What follows belongs to an exercise in optimizing a design on an open flow for small area; a production flow would make more cautious choices.
Only the layout flow was run in this run; the RTL was not checked for function there.
No activity file was given, so power comes from the tool's default toggle rates.

<file path="flow/config.mk">
export PLATFORM = sky130hd
export DESIGN_NAME = md_exec_unit
export DESIGN_NICKNAME = md_exec_unit
export VERILOG_FILES = /design/flow/design.v
export SDC_FILE = /design/flow/constraint.sdc
export NUM_CORES = 4
export LEC_CHECK = 0
export CAP_MARGIN = 20
export CORE_MARGIN = 2
export CORE_UTILIZATION = 40
export SLEW_MARGIN = 20
</file>
<file path="flow/constraint.sdc">
create_clock -name core_clock -period 5.5 [get_ports {clk}]
set_input_delay 1.1000 -clock core_clock [delete_from_list [all_inputs] [get_ports {clk}]]
set_output_delay 1.1000 -clock core_clock [all_outputs]
set_load 0.01 [all_outputs]
</file>
<file path="flow/design.v">
    localparam int unsigned XLEN  = 64;
    localparam int unsigned HALF  = XLEN / 2;
    localparam int unsigned ACC_W = 2 * XLEN;
    localparam int unsigned CNT_W = 7;
    localparam logic [3:0] MD_MUL    = 4'd0;
    localparam logic [3:0] MD_MULH   = 4'd1;
    localparam logic [3:0] MD_MULHSU = 4'd2;
    localparam logic [3:0] MD_MULHU  = 4'd3;
    localparam logic [3:0] MD_DIV    = 4'd4;
    localparam logic [3:0] MD_DIVU   = 4'd5;
    localparam logic [3:0] MD_REM    = 4'd6;
    localparam logic [3:0] MD_REMU   = 4'd7;
    localparam logic [3:0] MD_MULW   = 4'd8;
    localparam logic [3:0] MD_DIVW   = 4'd9;
    localparam logic [3:0] MD_DIVUW  = 4'd10;
    localparam logic [3:0] MD_REMW   = 4'd11;
    localparam logic [3:0] MD_REMUW  = 4'd12;
    localparam logic [1:0] MD_IDLE = 2'd0;
    localparam logic [1:0] MD_BUSY = 2'd1;
    localparam logic [1:0] MD_FIX  = 2'd2;
    localparam logic [1:0] MD_DONE = 2'd3;
    function automatic logic is_md_op(input logic [3:0] f_op);
        is_md_op = (f_op <= 4'd12);
    endfunction
    function automatic logic is_div(input logic [3:0] f_op);
        case (f_op)
            MD_DIV, MD_DIVU, MD_REM, MD_REMU,
            MD_DIVW, MD_DIVUW, MD_REMW, MD_REMUW: is_div = 1'b1;
            default:                              is_div = 1'b0;
        endcase
    endfunction
    function automatic logic is_rem(input logic [3:0] f_op);
        case (f_op)
            MD_REM, MD_REMU, MD_REMW, MD_REMUW: is_rem = 1'b1;
            default:                            is_rem = 1'b0;
        endcase
    endfunction
    function automatic logic is_signed_a(input logic [3:0] f_op);
        case (f_op)
            MD_MULH, MD_MULHSU, MD_DIV, MD_REM, MD_DIVW, MD_REMW: is_signed_a = 1'b1;
            default:                                              is_signed_a = 1'b0;
        endcase
    endfunction
    function automatic logic is_signed_b(input logic [3:0] f_op);
        case (f_op)
            MD_MULH, MD_DIV, MD_REM, MD_DIVW, MD_REMW: is_signed_b = 1'b1;
            default:                                   is_signed_b = 1'b0;
        endcase
    endfunction
    function automatic logic is_word(input logic [3:0] f_op);
        case (f_op)
            MD_MULW, MD_DIVW, MD_DIVUW, MD_REMW, MD_REMUW: is_word = 1'b1;
            default:                                       is_word = 1'b0;
        endcase
    endfunction
    function automatic logic is_high(input logic [3:0] f_op);
        case (f_op)
            MD_MULH, MD_MULHSU, MD_MULHU: is_high = 1'b1;
            default:                      is_high = 1'b0;
        endcase
    endfunction
module md_add66
(
    input  logic [65:0] x,
    input  logic [65:0] y,
    input  logic        cin,
    output logic [65:0] sum
);
    assign sum = x + y + {65'd0, cin};
endmodule
module md_exec_unit
(
    input  logic               clk,
    input  logic               reset,
    input  logic               req_valid,
    input  logic [3:0]         op,
    input  logic [63:0]        srca,
    input  logic [63:0]        srcb,
    input  logic               hold,
    input  logic               flush,
    output logic               exe_is_waiting,
    output logic               result_valid,
    output logic [63:0]        result
);
    localparam int unsigned XLEN  = 64;
    localparam int unsigned HALF  = XLEN / 2;
    localparam int unsigned ACC_W = 2 * XLEN;
    localparam int unsigned CNT_W = 7;
    localparam logic [3:0] MD_MUL    = 4'd0;
    localparam logic [3:0] MD_MULH   = 4'd1;
    localparam logic [3:0] MD_MULHSU = 4'd2;
    localparam logic [3:0] MD_MULHU  = 4'd3;
    localparam logic [3:0] MD_DIV    = 4'd4;
    localparam logic [3:0] MD_DIVU   = 4'd5;
    localparam logic [3:0] MD_REM    = 4'd6;
    localparam logic [3:0] MD_REMU   = 4'd7;
    localparam logic [3:0] MD_MULW   = 4'd8;
    localparam logic [3:0] MD_DIVW   = 4'd9;
    localparam logic [3:0] MD_DIVUW  = 4'd10;
    localparam logic [3:0] MD_REMW   = 4'd11;
    localparam logic [3:0] MD_REMUW  = 4'd12;
    localparam logic [1:0] MD_IDLE = 2'd0;
    localparam logic [1:0] MD_BUSY = 2'd1;
    localparam logic [1:0] MD_FIX  = 2'd2;
    localparam logic [1:0] MD_DONE = 2'd3;
    function automatic logic is_md_op(input logic [3:0] f_op);
        is_md_op = (f_op <= 4'd12);
    endfunction
    function automatic logic is_div(input logic [3:0] f_op);
        case (f_op)
            MD_DIV, MD_DIVU, MD_REM, MD_REMU,
            MD_DIVW, MD_DIVUW, MD_REMW, MD_REMUW: is_div = 1'b1;
            default:                              is_div = 1'b0;
        endcase
    endfunction
    function automatic logic is_rem(input logic [3:0] f_op);
        case (f_op)
            MD_REM, MD_REMU, MD_REMW, MD_REMUW: is_rem = 1'b1;
            default:                            is_rem = 1'b0;
        endcase
    endfunction
    function automatic logic is_signed_a(input logic [3:0] f_op);
        case (f_op)
            MD_MULH, MD_MULHSU, MD_DIV, MD_REM, MD_DIVW, MD_REMW: is_signed_a = 1'b1;
            default:                                              is_signed_a = 1'b0;
        endcase
    endfunction
    function automatic logic is_signed_b(input logic [3:0] f_op);
        case (f_op)
            MD_MULH, MD_DIV, MD_REM, MD_DIVW, MD_REMW: is_signed_b = 1'b1;
            default:                                   is_signed_b = 1'b0;
        endcase
    endfunction
    function automatic logic is_word(input logic [3:0] f_op);
        case (f_op)
            MD_MULW, MD_DIVW, MD_DIVUW, MD_REMW, MD_REMUW: is_word = 1'b1;
            default:                                       is_word = 1'b0;
        endcase
    endfunction
    function automatic logic is_high(input logic [3:0] f_op);
        case (f_op)
            MD_MULH, MD_MULHSU, MD_MULHU: is_high = 1'b1;
            default:                      is_high = 1'b0;
        endcase
    endfunction
    localparam logic [2:0] P_IDLE  = 3'd0;
    localparam logic [2:0] P_PRE   = 3'd1;   
    localparam logic [2:0] P_INIT  = 3'd2;   
    localparam logic [2:0] P_STEP  = 3'd3;   
    localparam logic [2:0] P_POST0 = 3'd4;   
    localparam logic [2:0] P_POST  = 3'd5;   
    localparam logic [2:0] P_REPL  = 3'd6;   
    localparam logic [2:0] P_DONE  = 3'd7;
    logic [2:0]  ph;
    logic [5:0]  cnt;
    logic [3:0]  op_q;
    logic [65:0] H;
    logic [63:0] L;
    logic [63:0] M;
    logic        na_q;
    logic        seen;
    logic        allone;
    logic        idle, accept, f_div, f_rem, f_w, f_sa, f_sb, f_high;
    logic        term, dneg, hsign, divmode, en, s, q, raw, negact, lin, cnt_inc;
    logic [65:0] mext, y, S;
    always_comb begin
        idle   = (ph == P_IDLE);
        accept = idle & req_valid & ~flush & is_md_op(op);
        f_div  = is_div(op_q);
        f_rem  = is_rem(op_q);
        f_w    = is_word(op_q);
        f_sa   = is_signed_a(op_q);
        f_sb   = is_signed_b(op_q);
        f_high = is_high(op_q);
        term   = (&cnt[4:0]) & (cnt[5] | f_w);
        dneg   = f_sb & (f_w ? M[31] : M[63]);
        hsign  = f_w ? ((ph == P_POST) ? H[32] : H[33]) : H[65];
        divmode = (ph == P_INIT) | ((ph == P_STEP) & f_div);
        en = 1'b0;
        s  = 1'b0;
        case (ph)
            P_STEP: begin
                if (f_div) begin
                    en = 1'b1;
                    s  = ~hsign ^ dneg;
                end else begin
                    en = L[0];
                    s  = f_sa & term;
                end
            end
            P_POST: begin
                en = f_rem & hsign & (cnt == 6'd0);
                s  = dneg;
            end
            default: ;
        endcase
        mext        = {{2{f_sb & M[63]}}, M};
        mext[32]    = f_w ? (f_sb & M[31]) : M[32];
        y           = ({66{en}} & mext) ^ {66{s}};
        q           = ~(f_w ? S[32] : S[65]);
        raw = S[0];
        if ((ph == P_PRE) | ((ph == P_POST) & f_div & ~f_rem)) raw = L[0];
        else if (ph == P_REPL)                                  raw = L[63];
        negact = 1'b0;
        if (ph == P_PRE)       negact = na_q;
        else if (ph == P_POST) negact = f_div & (f_rem ? na_q : ((na_q ^ dneg) & ~allone));
        lin = raw ^ (negact & seen);
        cnt_inc = (ph == P_PRE) | (ph == P_STEP) | (ph == P_POST) | (ph == P_REPL);
    end
    md_add66 u_add (
        .x   (H),
        .y   (y),
        .cin (s),
        .sum (S)
    );
    always_ff @(posedge clk) begin
        if (idle) begin
            M    <= srcb;
            op_q <= op;
            na_q <= is_signed_a(op) & (is_word(op) ? srca[31] : srca[63]);
        end
        if (idle | (ph == P_PRE))  H <= '0;
        else if (divmode)          H <= {S[64:0], L[63]};
        else                       H <= {S[65], S[65:1]};
        if (idle)                  L <= srca;
        else if (divmode)          L <= {L[62:0], q};
        else if (ph != P_DONE)     L <= {lin, L[63:1]};
        if ((ph == P_PRE) | (ph == P_POST)) seen <= seen | raw;
        else                                seen <= 1'b0;
        if (ph == P_INIT)                   allone <= 1'b1;
        else if ((ph == P_STEP) & f_div)    allone <= allone & q;
    end
    always_ff @(posedge clk or negedge reset) begin
        if (!reset) begin
            ph  <= P_IDLE;
            cnt <= '0;
        end else if (flush) begin
            ph  <= P_IDLE;
            cnt <= '0;
        end else begin
            cnt <= cnt_inc ? cnt + 6'd1 : (idle ? 6'd0 : cnt);
            case (ph)
                P_IDLE:  if (accept) ph <= is_div(op) ? P_PRE : P_STEP;
                P_PRE:   if (term) ph <= P_INIT;
                P_INIT:  ph <= P_STEP;
                P_STEP:  if (term) ph <= f_div ? (f_rem ? P_POST0 : P_POST)
                                          : (f_high ? P_POST : (f_w ? P_REPL : P_DONE));
                P_POST0: ph <= P_POST;
                P_POST:  if (term) ph <= f_w ? P_REPL : P_DONE;
                P_REPL:  if (term) ph <= P_DONE;
                default: if (!hold) ph <= P_IDLE;    
            endcase
        end
    end
    assign exe_is_waiting = reset & (accept | ((ph != P_IDLE) & (ph != P_DONE)));
    assign result_valid   = (ph == P_DONE);
    assign result         = L;
endmodule
</file>
<file path="flow/run.sh">
#!/bin/bash
# synth_recipe.tcl (not shown) runs the flow's synth.tcl, then flattens the netlist and writes it again
# the make line also repeats each setting of config.mk as NAME=value (left out here)
make -C /OpenROAD-flow-scripts/flow DESIGN_CONFIG=/design/flow/config.mk WORK_HOME=/design/flow/orfs CLKGATE_MAP_FILE= SYNTH_SCRIPT=/design/flow/synth_recipe.tcl finish
</file>
==> run summary <==
==> timing repair <==
item | 4_1_cts | 5_1_grt
endpoints found under the hold margin | 0 | 0
pin swaps | 0 | 4
setup buffers | 5 | 11
gates resized for setup | 0 | 17
endpoints found under the setup margin | 1 | 28
hold buffers | 0 | 0
==> cell usage in the layout, fill, tap and decap left out, types with 13 or more instances in the layout <==
cell	n
a31oi_1	70
nor3_1	17
a21o_1	31
o21a_1	16
ha_1	67
nand3_1	27
nor2_1	149
clkdlybuf4s50_1	202
o21bai_1	15
nand2_1	337
o21ai_0	68
dfxtp_1	69
xnor2_1	107
edfxtp_1	133
nand4_1	36
a21oi_1	148
buf_4	84
inv_1	33
xor2_1	30
clkbuf_16	26
a211oi_1	13
==> cells by family (layout without fill, tap and decap cells) <==
logic type / after synthesis / after routing / share of synthesized area, %
muxes: 5 / 5 / 0.360
and+or+nand+nor: 637 / 637 / 20.1
buffers and inverters: 150 / 372 / 4.08
DFF: 211 / 211 / 40.3
AOI/OAI and AO/OA: 449 / 449 / 20.4
adders and majority gates: 68 / 68 / 6.18
xor gates and xnor gates: 137 / 137 / 8.63
==> worst max-delay path, stage by stage, from the launching register on <==
cell	delay (ns)
dfrtp_1	0.47
ha_1	0.26
and3_1	0.19
ha_1	0.19
nand3_1	0.08
a21oi_1	0.06
a211o_1	0.34
or2_4	0.36
buf_4	0.16
xnor2_1	0.12
ha_1	0.36
a21o_1	0.24
a31o_2	0.26
and4_1	0.22
a2111oi_2	0.34
o41a_1	0.25
a31oi_1	0.15
o21bai_2	0.23
o211ai_1	0.22
buf_4	0.19
xor2_1	0.17
nand2_1	0.09
a21oi_1	0.20
==> flip-flops by register name (all words and copies together), names as in the netlist <==
signal and count:
M 64, op_q 4, seen 1, f_div 1, ph 3, cnt 6, L 64, H 66
allone 1, na_q 1
==> area by class of cell <==
class                      instances  area (sq um)
clock buffer                      38           716
clock inverter                    10           136
fill                            3319         16700
inverter                          35           133
multi-input combinational       1296          7850
sequential                       211          5600
tap                              455           569
timing repair buffer             289          2710
==> power groups by stage <==
stage,clock network [mW],registers (mW),logic (mW)
finish,1.73,2.48,2.27
global route,1.83,2.53,2.49
detailed placement,0,2.50,2.23
CTS,1.77,2.48,2.26
floorplan,0,2.50,1.18
global placement,0,2.50,2.22
==> layer usage <==
layer | vias to the layer above | wire length (microns) | global-route usage, %
li1 | 6317 | - | -
met1 | 6087 | 18600 | 29.9
met2 | 371 | 19000 | 36.1
met3 | 69 | 3080 | 5.93
met4 | 0 | 1040 | 5.66
met5 | - | 0 | 0
==> how the worst max path moves through the flow <==
stage,endpoint,slack (ns),startpoint
CTS,H[60],0.009,op_q[0]
global route,H[42],-0.006,op_q[0]
finish,H[42],0.25,cnt[0]
detailed placement,H[60],0.01,op_q[3]
floorplan,H[60],0.23,op_q[0]
global placement,H[60],0.03,op_q[3]
==> results.py <==
metrics = {
    "clock_tree": {
        "clk_transition_reported_paths_ns": 0.06,
        "htree_num_levels": 1,
        "clkSinkCount": 211,
        "skew_pair_late_insertion_delay_ns": 0.54,
        "cts_inserted_buffers": 26,
        "tritoncts": "built",
        "clock-root-buffer": "clkbuf_16",
        "clk_path_buf_depth": 3,
    },
    "synth": {
        "top_cell_type_s_share_of_synthesized_area_pct": 28.7,
        "async_reset_ff_share_pct": 4.27,
        "number_of_flops_mapped_to_enable_cells_by_yosys": 133,
        "post_synth_instance_area_sq_um": 13900,
        "synth_seq_cells": 211,
        "yosysWarnings": 1,
        "syn-instance-count": 1657,
        "synth_cell_types": 76,
        "ys.flop_type": "edfxtp_1",
        "syn-mean-instance-area_sq_um": 8.39,
        "postSynthNetCount": 1862,
        "synth_top_cells_by_count": "nand2_1 (339), a21oi_1 (152), nor2_1 (150), edfxtp_1 (133), xnor2_1 (107)",
        "synth_top_cell_by_area": "edfxtp_1",
        "yosysSeqAreaShare_pct": 40.3,
        "synthTopCellsByArea": "edfxtp_1 (29%), dfxtp_1 (9.9%), nand2_1 (9.2%), xnor2_1 (6.7%), ha_1 (6.0%)",
        "yosysMostFrequentCell": "nand2_1",
    },
    "die": {
        "core_sq_um": 34400,
        "io_pins": 203,
        "die-area_sq_um": 36300,
        "floorplan.die.width_microns": 190,
        "die_h_microns": 190,
        "num_rows": 68,
        "start_util_pct": 40.4,
    },
    "detailed_routing": {
        "viasPerCell": 5.50,
        "first_pass_iters": 4,
        "drt-total-wl_microns": 41700,
        "detailedRoute.firstIterationViolations": 845,
        "detail_route.drc_violations": 0,
        "vias": 12800,
        "wl_per_cell_microns": 17.9,
        "drtAntennaViolNets": 0,
    },
    "timing": {
        "finalCritPeriodShare_pct": 95.5,
        "fmaxAchievable_mhz": 190,
        "worst_clock_skew_ns": 0.00950,
        "setup_total_negative_slack_ns": 0,
        "slew-limit-headroom_pct": 45.4,
        "timing_max_transition_violations_final": 0,
        "timing_worst_slew_pin_value_ns": 0.819,
        "number_of_setup_violations_in_the_final_report": 0,
        "hold_viol": 0,
        "setup_ws_ns": 0.249,
        "final.hold.worst_slack_ns": 0.452,
        "minimum_period_implied_by_the_final_worst_setup_slack_ns": 5.25,
    },
    "placement": {
        "port_buffers": 202,
        "placed_cell_area_sq_um": 16700,
        "placedCellCount": 2270,
        "placer_congestion": 0.901,
        "post-place-ws_ns": 0.00977,
        "hpwlAfterDp_microns": 30100,
    },
    "setup_path": {
        "worstReg2RegStart": "cnt[0]",
        "worstPathArrival_ns": 5.71,
        "worst_r2r_path_depth": 22,
        "worst-r2r-setup-slack_ns": 0.25,
        "r2r_endpoint": "H[42]",
        "worst_setup_path_start_kind": "flop",
        "worstPathRequired_ns": 5.96,
        "timing_worst_setup_path_type": "reg2reg",
        "timing.critical_path.fanout_max": 13,
        "critPathCaptureType": "flop",
    },
    "power": {
        "switching_power_mw": 2.27,
        "power_per_unit_of_standard_cell_area_nw_per_um2": 366,
        "power.switching_fraction_pct": 35.1,
        "pwr-share-seq_pct": 38.3,
        "total_leakage_power_nw": 6.93,
        "vdd.ir_drop.worst_mv": 0.283,
        "p_comb_share_pct": 35.0,
        "cellInternalPower_mw": 4.21,
        "power_frac_clock_pct": 26.7,
        "overall_power_mw": 6.48,
    },
    "global_routing": {
        "grt_first_pass_wirelength_microns": 66200,
        "grt_util_all_layers_pct": 22.4,
        "grt_pass1_vias": 12600,
        "pin_count_of_the_biggest_net_entering_global_routing": 89,
        "antenna_found_initial": 1,
        "grt-ovfl-total": 0,
    },
    "hold_path": {
        "hold-path-cell-count": 2,
        "hold_path_end": "seen",
        "timing.hold.worst.start": "seen",
        "hold_path_class": "reg2reg",
    },
    "layout": {
        "design_area_sq_um": 17700,
        "synthToLayoutAreaGrowth_pct": 27.5,
        "drive_gt1_share_pct": 8.67,
        "finish.net_count": 2064,
        "antennaDiodeCount": 0,
        "final_core_util_pct": 51.5,
        "layout.cells.non_filler": 2334,
    },
    "flow_run": {
        "drv_cap": 0,
    },
    "outcome": {
        "outcome": "finished clean",
    },
}

==> static timing again, ports no longer ideal <==
Ports are ideal in the flow. The routed layout listed here was re-timed in OpenROAD.
Step 1: set_driving_cell puts a clkbuf_16 on clk and a buf_2 on each other input, an assumption about the parent block.
Step 2, shift: input delay + t, output delay - t, t = (earliest + latest rising clock arrival at the registers) / 2. This alone moves slack from input paths to output paths.
a / b / c = no drivers / after step 1 / after step 2; a / b = the first two.
t, ns: 0.591
slack for setup (ns): 0.249 / 0.249 / 0.249
worst register clock-pin slew, ns: 0.06 / 0.06
After both steps setup and hold are still met in this run. The setup slack of this run moves by 0.000 ns with the drivers and by 0.000 ns with both steps.
